What follows belongs to an exercise in optimizing a design on an open flow for a short achievable clock period and few clock cycles; a production flow would make more cautious choices.
Where RTL was checked, it was by simulation tests only, not by an equivalence proof against the original.

==> run A <==
## mips_core
module mips_core (
    input  logic                     clk,
    input  logic                     rst_n,
    input  mips_pkg::word_t          ir,
    input  mips_pkg::word_t          read_data_mem,
    output mips_pkg::word_t          ir_addr,
    output logic                     cen,
    output logic                     wen,
    output logic                     oen,
    output logic [7-1:0] a,
    output mips_pkg::word_t          mem_wdata
);
    mips_pkg::instr_t    i0;
    mips_pkg::instr_t    i1;
    logic                next_is_pc4;
    logic                next_is_pc8;
    logic                next_is_ret;
    logic                hit1;
    logic            f0_we,  f1_we;
    logic [4:0]      f0_dst, f1_dst;
    logic            f0_alu_src, f1_alu_src;
    logic            f0_lw,  f1_lw;
    logic            f0_sw,  f1_sw;
    logic            f0_beq, f1_beq;
    logic            f0_jump, f1_jump;
    logic            f0_link, f1_link;
    logic            f0_jr,  f1_jr;
    logic            f0_sel_sum, f1_sel_sum;
    logic            f0_sel_and, f1_sel_and;
    logic            f0_sel_or,  f1_sel_or;
    logic            f0_sel_slt, f1_sel_slt;
    logic            f0_sel_b,   f1_sel_b;
    logic            f0_sub,     f1_sub;
    mips_pkg::word_t imm0, imm1;
    mips_pkg::word_t rf_rs0, rf_rt0, rf_rs1, rf_rt1;
    logic            rf_rs0_zero, rf_rs1_zero;
    mips_pkg::word_t rs0_data, rt0_data, rs1_data, rt1_data;
    logic            rs0_zero, rs1_zero;
    logic            w1_rs0, w0_rs0, w1_rt0, w0_rt0, w1_rs1, w0_rs1, w1_rt1, w0_rt1;
    mips_pkg::word_t b0_data, b1_data;
    mips_pkg::word_t pc;
    mips_pkg::word_t pc_plus4;
    mips_pkg::word_t pc_plus8;
  ...
export LEC_CHECK = 0
export CAP_MARGIN = 20
export CORE_MARGIN = 2
export CORE_UTILIZATION = 40
export GPL_TIMING_DRIVEN = 1
export SLEW_MARGIN = 20
export SYNTH_HIERARCHICAL = 1
create_clock -name core_clock -period 11.5 [get_ports {clk}]
standard.sh (not shown) runs the stock make flow with config.mk's settings and CLKGATE_MAP_FILE= SYNTH_SCRIPT=/design/flow/synth_recipe.tcl, a recipe that flattens the netlist after the stock synthesis.
==> flow/flow/run.sh <==
#!/bin/bash
set -euo pipefail
bash standard.sh SETUP_SLACK_MARGIN=6.8 finish > standard_flow.log 2>&1
==> inputs of run Y, as changes to run A <==
--- a/flow/design.v
+++ b/flow/design.v
@@ -468,11 +468,10 @@
     logic            f0_take, f1_take;
     logic            f0_guess, f1_guess;
     logic            f1_rs_used, f1_rt_used;
     logic            raw01;
     logic            pair1;
-    logic            issue1;
     logic            redirect;
     mips_pkg::word_t redirect_pc;
     logic            x0_we,  x1_we;
     logic [4:0]      x0_dst, x1_dst;
     logic            x0_lw,  x1_lw;
@@ -494,10 +493,13 @@
     mips_pkg::word_t x0_result, x1_result;
     logic            x0_result_zero, x1_result_zero;
     logic            x0_eq, x1_eq;
     logic            x_mem;
     logic            x_sw;
+    logic            x0_mem, x0_sw;
+    logic            x1_we_p, x1_lw_p, x1_br_p, x1_jr_p, x1_mem_p, x1_sw_p;
+    logic            x1_live;
     logic [8:0]      x_ma;
     logic [8:0]      x_mb;
     mips_pkg::word_t x_st;
     logic [6:0]      x_addr;
     assign i0 = ir;
@@ -605,11 +607,10 @@
     assign f1_rs_used = !f1_jump;
     assign f1_rt_used = (i1.r_fmt.opcode == mips_pkg::OP_RTYPE) || f1_sw || f1_beq;
     assign raw01  = f0_we && ((f1_rs_used && f0_dst == i1.r_fmt.rs) ||
                               (f1_rt_used && f0_dst == i1.r_fmt.rt));
     assign pair1  = hit1 && !f0_ctl && !(f0_mem && f1_mem) && !raw01 && !redirect;
-    assign issue1 = pair1 && !f0_take;
     pc_unit u_pc_unit (
         .clk            (clk),
         .rst_n          (rst_n),
         .redirect       (redirect),
         .redirect_pc    (redirect_pc),
@@ -656,31 +657,36 @@
         if (rst_n || redirect) begin
             x0_we <= 1'b0;
             x0_lw <= 1'b0;
             x0_br <= 1'b0;
             x0_jr <= 1'b0;
-            x_mem <= 1'b0;
-            x_sw  <= 1'b0;
+            x0_mem <= 1'b0;
+            x0_sw  <= 1'b0;
         end else begin
             x0_we <= f0_we;
             x0_lw <= f0_lw;
             x0_br <= f0_guess;
             x0_jr <= f0_jr;
-            x_mem <= f0_mem || (issue1 && f1_mem);
-            x_sw  <= f0_sw || (issue1 && f1_sw);
+            x0_mem <= f0_mem;
+            x0_sw  <= f0_sw;
         end
-        if (rst_n || !issue1) begin
-            x1_we <= 1'b0;
-            x1_lw <= 1'b0;
-            x1_br <= 1'b0;
-            x1_jr <= 1'b0;
+        if (rst_n || !pair1) begin
+            x1_we_p  <= 1'b0;
+            x1_lw_p  <= 1'b0;
+            x1_br_p  <= 1'b0;
+            x1_jr_p  <= 1'b0;
+            x1_mem_p <= 1'b0;
+            x1_sw_p  <= 1'b0;
         end else begin
-            x1_we <= f1_we;
-            x1_lw <= f1_lw;
-            x1_br <= f1_guess;
-            x1_jr <= f1_jr;
+            x1_we_p  <= f1_we;
+            x1_lw_p  <= f1_lw;
+            x1_br_p  <= f1_guess;
+            x1_jr_p  <= f1_jr;
+            x1_mem_p <= f1_mem;
+            x1_sw_p  <= f1_sw;
         end
+        x1_live <= !f0_take;
         x0_dst     <= f0_dst;
         x0_sel_sum <= f0_sel_sum;
         x0_sel_and <= f0_sel_and;
         x0_sel_or  <= f0_sel_or;
         x0_sel_slt <= f0_sel_slt;
@@ -708,10 +714,16 @@
             x_ma <= rs1_data[8:0];
             x_mb <= imm1[8:0];
             x_st <= rt1_data;
         end
     end
+    assign x1_we = x1_we_p && x1_live;
+    assign x1_lw = x1_lw_p && x1_live;
+    assign x1_br = x1_br_p && x1_live;
+    assign x1_jr = x1_jr_p && x1_live;
+    assign x_mem = x0_mem || (x1_mem_p && x1_live);
+    assign x_sw  = x0_sw || (x1_sw_p && x1_live);
     alu u_alu0 (
         .sel_sum (x0_sel_sum),
         .sel_and (x0_sel_and),
         .sel_or  (x0_sel_or),
         .sel_slt (x0_sel_slt),
- CAP_MARGIN: 20 -> 40
- SLEW_MARGIN: 20 -> 40
==> inputs of run Z, as changes to run A <==
--- a/flow/design.v
+++ b/flow/design.v
@@ -468,11 +468,10 @@
     logic            f0_take, f1_take;
     logic            f0_guess, f1_guess;
     logic            f1_rs_used, f1_rt_used;
     logic            raw01;
     logic            pair1;
-    logic            issue1;
     logic            redirect;
     mips_pkg::word_t redirect_pc;
     logic            x0_we,  x1_we;
     logic [4:0]      x0_dst, x1_dst;
     logic            x0_lw,  x1_lw;
@@ -494,10 +493,13 @@
     mips_pkg::word_t x0_result, x1_result;
     logic            x0_result_zero, x1_result_zero;
     logic            x0_eq, x1_eq;
     logic            x_mem;
     logic            x_sw;
+    logic            x0_mem, x0_sw;
+    logic            x1_we_p, x1_lw_p, x1_br_p, x1_jr_p, x1_mem_p, x1_sw_p;
+    logic            x1_live;
     logic [8:0]      x_ma;
     logic [8:0]      x_mb;
     mips_pkg::word_t x_st;
     logic [6:0]      x_addr;
     assign i0 = ir;
@@ -605,11 +607,10 @@
     assign f1_rs_used = !f1_jump;
     assign f1_rt_used = (i1.r_fmt.opcode == mips_pkg::OP_RTYPE) || f1_sw || f1_beq;
     assign raw01  = f0_we && ((f1_rs_used && f0_dst == i1.r_fmt.rs) ||
                               (f1_rt_used && f0_dst == i1.r_fmt.rt));
     assign pair1  = hit1 && !f0_ctl && !(f0_mem && f1_mem) && !raw01 && !redirect;
-    assign issue1 = pair1 && !f0_take;
     pc_unit u_pc_unit (
         .clk            (clk),
         .rst_n          (rst_n),
         .redirect       (redirect),
         .redirect_pc    (redirect_pc),
@@ -656,31 +657,36 @@
         if (rst_n || redirect) begin
             x0_we <= 1'b0;
             x0_lw <= 1'b0;
             x0_br <= 1'b0;
             x0_jr <= 1'b0;
-            x_mem <= 1'b0;
-            x_sw  <= 1'b0;
+            x0_mem <= 1'b0;
+            x0_sw  <= 1'b0;
         end else begin
             x0_we <= f0_we;
             x0_lw <= f0_lw;
             x0_br <= f0_guess;
             x0_jr <= f0_jr;
-            x_mem <= f0_mem || (issue1 && f1_mem);
-            x_sw  <= f0_sw || (issue1 && f1_sw);
+            x0_mem <= f0_mem;
+            x0_sw  <= f0_sw;
         end
-        if (rst_n || !issue1) begin
-            x1_we <= 1'b0;
-            x1_lw <= 1'b0;
-            x1_br <= 1'b0;
-            x1_jr <= 1'b0;
+        if (rst_n || !pair1) begin
+            x1_we_p  <= 1'b0;
+            x1_lw_p  <= 1'b0;
+            x1_br_p  <= 1'b0;
+            x1_jr_p  <= 1'b0;
+            x1_mem_p <= 1'b0;
+            x1_sw_p  <= 1'b0;
         end else begin
-            x1_we <= f1_we;
-            x1_lw <= f1_lw;
-            x1_br <= f1_guess;
-            x1_jr <= f1_jr;
+            x1_we_p  <= f1_we;
+            x1_lw_p  <= f1_lw;
+            x1_br_p  <= f1_guess;
+            x1_jr_p  <= f1_jr;
+            x1_mem_p <= f1_mem;
+            x1_sw_p  <= f1_sw;
         end
+        x1_live <= !f0_take;
         x0_dst     <= f0_dst;
         x0_sel_sum <= f0_sel_sum;
         x0_sel_and <= f0_sel_and;
         x0_sel_or  <= f0_sel_or;
         x0_sel_slt <= f0_sel_slt;
@@ -708,10 +714,16 @@
             x_ma <= rs1_data[8:0];
             x_mb <= imm1[8:0];
             x_st <= rt1_data;
         end
     end
+    assign x1_we = x1_we_p && x1_live;
+    assign x1_lw = x1_lw_p && x1_live;
+    assign x1_br = x1_br_p && x1_live;
+    assign x1_jr = x1_jr_p && x1_live;
+    assign x_mem = x0_mem || (x1_mem_p && x1_live);
+    assign x_sw  = x0_sw || (x1_sw_p && x1_live);
     alu u_alu0 (
         .sel_sum (x0_sel_sum),
         .sel_and (x0_sel_and),
         .sel_or  (x0_sel_or),
         .sel_slt (x0_sel_slt),
==> run summary <==
- Run Y completed with no timing, DRC or antenna violations. Run A finished but failed the layout checks on max-capacitance violations, max-slew violations. Run Z went through all stages and came out clean.
- Between run A and run Y, the lower global-route usage is in run A (gap 1.6 points).
- In area after synthesis, run A and run Y hardly differ.
- Maximum frequency, lowest first: run Z, run A, run Y.
- Final cell count: run A is higher than run Z (0.26%).
Testbench counts of run Y, summed over its fixed seeds: cycles 24,047.
Testbench counts of run Z, summed over its fixed seeds: cycles 24,047.
Function not checked in run A: the RTL went through the layout flow alone.

-- separate check: timing with driven ports --
Ports are ideal in the flow. The routed layouts listed here were re-timed in OpenROAD. Step 1 assumes that a clkbuf_16 drives the clock port and a buf_2 every other input. Step 2 adds t to the input delays and takes it off the output delays; t is the mean of the earliest and latest rising clock arrival at the registers after step 1. Input paths then give back, and output paths get back, about the clock's delay inside the block. Slacks: ideal ports / drivers / drivers and shift; pairs: ideal ports / drivers.
run	shift t [ns]	setup slack, ns	worst hold slack (ns)	latest minus earliest clock arrival (ns)
run A	1.248	5.892 / 5.741 / 4.493	0.500 / 0.500 / 0.500	0.144 / 0.143
run Y	1.282	5.996 / 5.808 / 4.526	0.511 / 0.511 / 0.511	0.150 / 0.150
run Z	1.287	5.741 / 5.741 / 4.526	0.504 / 0.504 / 0.504	0.143 / 0.143
The setup slack of run Y, which loses most, moves by -0.188 ns with the drivers and by -1.470 ns with both steps.
